Context: an optimization exercise on an open-source flow, tuned for small area, a short achievable clock period and few clock cycles per item. The choices shown serve that exercise and are no tape-out recipe. The RTL was checked by simulation tests, not by an equivalence proof against the original design. No driver is modelled on the clock port, so clocking that relies on it looks cheaper here than on a real chip.

Setup of the previous run:
Design conv_top, start of the top module:
module conv_top (
    input  logic                   sclk,
    input  logic                   s_rst_n,
    input  logic                   cal_start,
    output logic                   busy,
    output conv_pkg::col_addr_t    data_rd_addr,
    output conv_pkg::band_t        row_cnt,
    input  conv_pkg::pix_col_t     col_data,
    output conv_pkg::param_addr_t  param_rd_addr,
    input  conv_pkg::weight_t      param_w_h0,
    input  conv_pkg::weight_t      param_w_h1,
    input  conv_pkg::weight_t      param_w_h2,
    input  conv_pkg::weight_t      param_w_h3,
    input  conv_pkg::weight_t      param_w_h4,
    output conv_pkg::kernel_t      bias_rd_addr,
    input  conv_pkg::bias_t        param_bias,
    output conv_pkg::act_t         conv_rslt_act,
    output logic                   conv_rslt_act_vld
);
export LEC_CHECK = 0
export CAP_MARGIN = 20
export CORE_MARGIN = 2
export CORE_UTILIZATION = 40
export CTS_BUF_LIST = sky130_fd_sc_hd__clkbuf_8
export CTS_CLUSTER_DIAMETER = 60
export CTS_CLUSTER_SIZE = 16
export SLEW_MARGIN = 20
create_clock -name core_clock -period 28.0 [get_ports {sclk}]
standard.sh (not shown) runs the stock make flow with config.mk's settings and CLKGATE_MAP_FILE= SYNTH_SCRIPT=/design/flow/synth_recipe.tcl, a recipe that flattens the netlist after the stock synthesis.
==> flow/flow/run.sh <==
#!/bin/bash
# Standard synthesis, then flow/polarity.py drops the inverters that
# synthesis leaves between full adders (a full adder is self-dual, so an fa
# cell may work on inverted signals), then the standard layout from the
# edited netlist, with port buffers of a fixed cell. Make output goes to
# standard_*.log here, each tool's own log to orfs/logs.
set -euo pipefail
R=$PWD/orfs/results/sky130hd/conv_top/base
KN=("BUFFER_PORTS_ARGS=-buffer_cell sky130_fd_sc_hd__buf_2")
if [[ -f flow/knobs.txt ]]; then
  while read -r line; do [[ -n "$line" ]] && KN+=("$line"); done < flow/knobs.txt
fi
bash standard.sh "${KN[@]}" "$R/1_2_yosys.v" > standard_synth.log 2>&1
cp "$R/1_2_yosys.v" "$R/1_2_yosys_std.v"
python3 flow/polarity.py "$R/1_2_yosys_std.v" "$R/1_2_yosys.v" > polarity.log 2>&1
bash standard.sh "${KN[@]}" finish > standard.log 2>&1
Other scripts of this flow, unchanged in this note and not shown: flow/flow/polarity.py
Testbench counts of the previous run, summed over its fixed seeds: cycles 21,648, results 18,432.
Inputs modified between the previous run and the current run:
- CTS_CLUSTER_DIAMETER changed from 60 to 100
- CTS_BUF_LIST changed from sky130_fd_sc_hd__clkbuf_8 to sky130_fd_sc_hd__clkbuf_16
- CTS_CLUSTER_SIZE changed from 16 to 30
--- outcome ---
As of the current run, fmax had risen slightly compared to the previous run.
Taking the previous run as the reference, in the current run iteration count of the initial detailed-routing pass now sits higher, number of buffers inserted during clock tree synthesis down 11, worst path setup slack after routing went up 0.044 ns, longest individual stage delay on the worst path held steady.

---

Setup of onyx:
conv_top, a different RTL version from the one above (not shown whole).
For scale: roughly 870 cells after synthesis, roughly 98 I/O pins.
clock: 28.0 ns
lec_check: 0
cap_margin: 20
core_margin: 2
core_utilization: 40
cts_buf_list: sky130_fd_sc_hd__clkbuf_16
cts_cluster_diameter: 100
cts_cluster_size: 30
slew_margin: 20
==> flow/flow/knobs.txt <==
SETUP_SLACK_MARGIN=21.6
Scripts as last shown in full above: flow/flow/run.sh
Other scripts of this flow, unchanged in this note and not shown: flow/flow/polarity.py
Testbench counts of onyx, summed over its fixed seeds: cycles 21,648, results 18,432.
Relative to onyx, the following input files were edited for quartz:
Settings: ABC_AREA now 1, previously not set.
==> flow/flow/knobs.txt <==
SETUP_SLACK_MARGIN=21.4
--- outcome ---
- Sort quartz and onyx by met3 global-route usage, ascending, and quartz comes first.
- Between quartz and onyx, via count is lower for onyx, quartz comes in above that.
- Lower wire length goes to onyx over quartz.
- Compared with onyx, quartz shows a higher global-route usage.
- Of quartz and onyx, quartz shows the lower non-clock buffer total of the final layout, with onyx above it.
- Number of standard cells in the final layout excluding fillers (higher): quartz
- met1 track demand over resource, quartz and onyx, lower one = onyx.
- Delta (quartz minus onyx): placer congestion estimate saw little to no change; routed wire length on met3 grew by 340 um.
### quartz -> tundra
Settings: clearing ABC_AREA, which used to be 1.
## What came out
tundra: flow completed, timing, DRC and antenna clean. Per the comparison of tundra with quartz, fmax closely matched the old numbers; synthesized cell area decreased by 310 sq um relative to the old numbers; die area decreased by 790 sq um relative to the old numbers. Diff quartz -> tundra | setup slack | decrease of 0.011 ns. Diff quartz -> tundra | routed wire length | down by a few percent.
> inputs changed (tundra -> zinc)
--- a/flow/flow/run.sh
+++ b/flow/flow/run.sh
@@ -3,9 +3,10 @@
 # synthesis leaves between full adders (a full adder is self-dual, so an fa
 # cell may work on inverted signals), then the standard layout from the
-# edited netlist, with port buffers of a fixed cell. Make output goes to
+# edited netlist, with port buffers of fixed cells (flow/pre_resize.tcl) and
+# one level less in the clock tree (flow/post_cts.tcl). Make output goes to
 # standard_*.log here, each tool's own log to orfs/logs.
 set -euo pipefail
 R=$PWD/orfs/results/sky130hd/conv_top/base
-KN=("BUFFER_PORTS_ARGS=-buffer_cell sky130_fd_sc_hd__buf_2")
+KN=("BUFFER_PORTS_ARGS=-outputs -buffer_cell sky130_fd_sc_hd__buf_2" "PRE_RESIZE_TCL=$PWD/flow/pre_resize.tcl" "POST_CTS_TCL=$PWD/flow/post_cts.tcl")
 if [[ -f flow/knobs.txt ]]; then
   while read -r line; do [[ -n "$line" ]] && KN+=("$line"); done < flow/knobs.txt
==> flow/flow/post_cts.tcl (new file) <==
# Runs at the end of the CTS step (POST_CTS_TCL). Takes out the middle level
# of the clock tree: the leaf buffers are driven by the root buffer itself,
# which cuts one buffer delay from every register's clock. The tree stays
# balanced: every register is still two buffers from the clock port.
set block [ord::get_db_block]
set port_net [$block findNet sclk]
proc is_clkbuf {inst} {
  return [string match "sky130_fd_sc_hd__clkbuf_*" [[$inst getMaster] getName]]
}
proc out_net {inst} {
  foreach it [$inst getITerms] {
    if {[$it isOutputSignal]} { return [$it getNet] }
  }
  return "NULL"
}
set roots {}
foreach it [$port_net getITerms] {
  set inst [$it getInst]
  if {[is_clkbuf $inst]} { lappend roots $inst }
}
if {[llength $roots] == 1} {
  set root [lindex $roots 0]
  set rnet [out_net $root]
  set mids {}
  set others 0
  foreach it [$rnet getITerms] {
    set inst [$it getInst]
    if {$inst eq $root} { continue }
    if {[is_clkbuf $inst]} { lappend mids $inst } else { incr others }
  }
  puts "post_cts: root [$root getName], [llength $mids] middle buffers, $others other loads"
  foreach mid $mids {
    set mnet [out_net $mid]
    set ok 1
    foreach it [$mnet getITerms] {
      set inst [$it getInst]
      if {$inst eq $mid} { continue }
      if {![is_clkbuf $inst]} { set ok 0 }
    }
    if {!$ok} { puts "post_cts: [$mid getName] drives registers, kept"; continue }
    foreach it [$mnet getITerms] {
      set inst [$it getInst]
      if {$inst eq $mid} { continue }
      $it disconnect
      $it connect $rnet
    }
    puts "post_cts: removed [$mid getName]"
    odb::dbInst_destroy $mid
    odb::dbNet_destroy $mnet
  }
  estimate_parasitics -placement
  report_clock_skew
} else {
  puts "post_cts: [llength $roots] root buffers, tree kept"
}
==> flow/flow/pre_resize.tcl (new file) <==
# Runs before the resize step (PRE_RESIZE_TCL). Global placement gave every
# output port a buf_2 (BUFFER_PORTS_ARGS); each input port gets a buf_1 here,
# which the step's repair and the detailed placement then handle as usual.
buffer_ports -inputs -buffer_cell sky130_fd_sc_hd__buf_1
Findings:
- NOTE detailed-route via count tundra->zinc decreased slightly
- On number of nets in the layout, zinc and tundra are neck and neck.
- Looking at zinc and tundra, the via count normalized by instance count is a wash.
- | routed length on met2 | zinc vs tundra | 180 um lower |
- Looking at worst setup path endpoint, the row_cnt[0] result is from tundra; the busy one comes from zinc.
Input changes introduced in juniper (baseline for comparison: zinc):
Settings: an added ABC_AREA of 1.
==> flow/flow/run.sh <==
#!/bin/bash
# Standard synthesis, then flow/polarity.py drops the inverters that
# synthesis leaves between full adders (a full adder is self-dual, so an fa
# cell may work on inverted signals), then the standard layout from the
# edited netlist, with port buffers of a fixed cell. Make output goes to
# standard_*.log here, each tool's own log to orfs/logs.
set -euo pipefail
R=$PWD/orfs/results/sky130hd/conv_top/base
KN=("BUFFER_PORTS_ARGS=-buffer_cell sky130_fd_sc_hd__buf_2")
if [[ -f flow/knobs.txt ]]; then
  while read -r line; do [[ -n "$line" ]] && KN+=("$line"); done < flow/knobs.txt
fi
bash standard.sh "${KN[@]}" "$R/1_2_yosys.v" > standard_synth.log 2>&1
cp "$R/1_2_yosys.v" "$R/1_2_yosys_std.v"
python3 flow/polarity.py "$R/1_2_yosys_std.v" "$R/1_2_yosys.v" > polarity.log 2>&1
bash standard.sh "${KN[@]}" finish > standard.log 2>&1
removed: flow/flow/knobs.txt
removed: flow/flow/post_cts.tcl
removed: flow/flow/pre_resize.tcl
## What came out
On juniper: synthesized cell count is 13% higher than what zinc gave. Taking juniper as 1.0, zinc lands at 0.937 on via count. NOTE placement-stage cell area zinc->juniper increased by a few percent.

==> separate check: timing with driven ports <==
In the flow no input, the clock included, has a driving cell. The finished layouts below were timed again as built, in two steps.
Step 1: set_driving_cell puts a clkbuf_16 on sclk and a buf_2 on each other input, an assumption about the parent block.
Step 2 adds t to the input delays and takes it off the output delays; t is the mean of the earliest and latest rising clock arrival at the registers after step 1. Input paths then give back, and output paths get back, about the clock's delay inside the block.
Slacks: ideal / step 1 / step 2; pairs: ideal / step 1.
run	t, ns	setup WS [ns]	latest minus earliest clock arrival (ns)	slew at the worst register clock pin (ns)	pins driven straight from the clock port
the previous run	0.601	21.165 / 21.120 / 21.278	0.032 / 0.031	0.11 / 0.11	1
the current run	0.542	21.209 / 21.162 / 21.289	0.026 / 0.026	0.11 / 0.11	1
onyx	0.555	21.318 / 21.269 / 21.629	0.034 / 0.034	0.12 / 0.12	1
quartz	0.543	21.333 / 21.287 / 21.811	0.039 / 0.039	0.12 / 0.12	1
tundra	0.555	21.323 / 21.273 / 21.629	0.034 / 0.034	0.12 / 0.12	1
zinc	0.486	21.389 / 21.341 / 21.607	0.033 / 0.032	0.11 / 0.11	1
juniper	0.543	21.294 / 21.248 / 21.791	0.039 / 0.039	0.12 / 0.12	1
After both steps every run listed still meets setup and hold. Setup slack includes reset recovery checks.
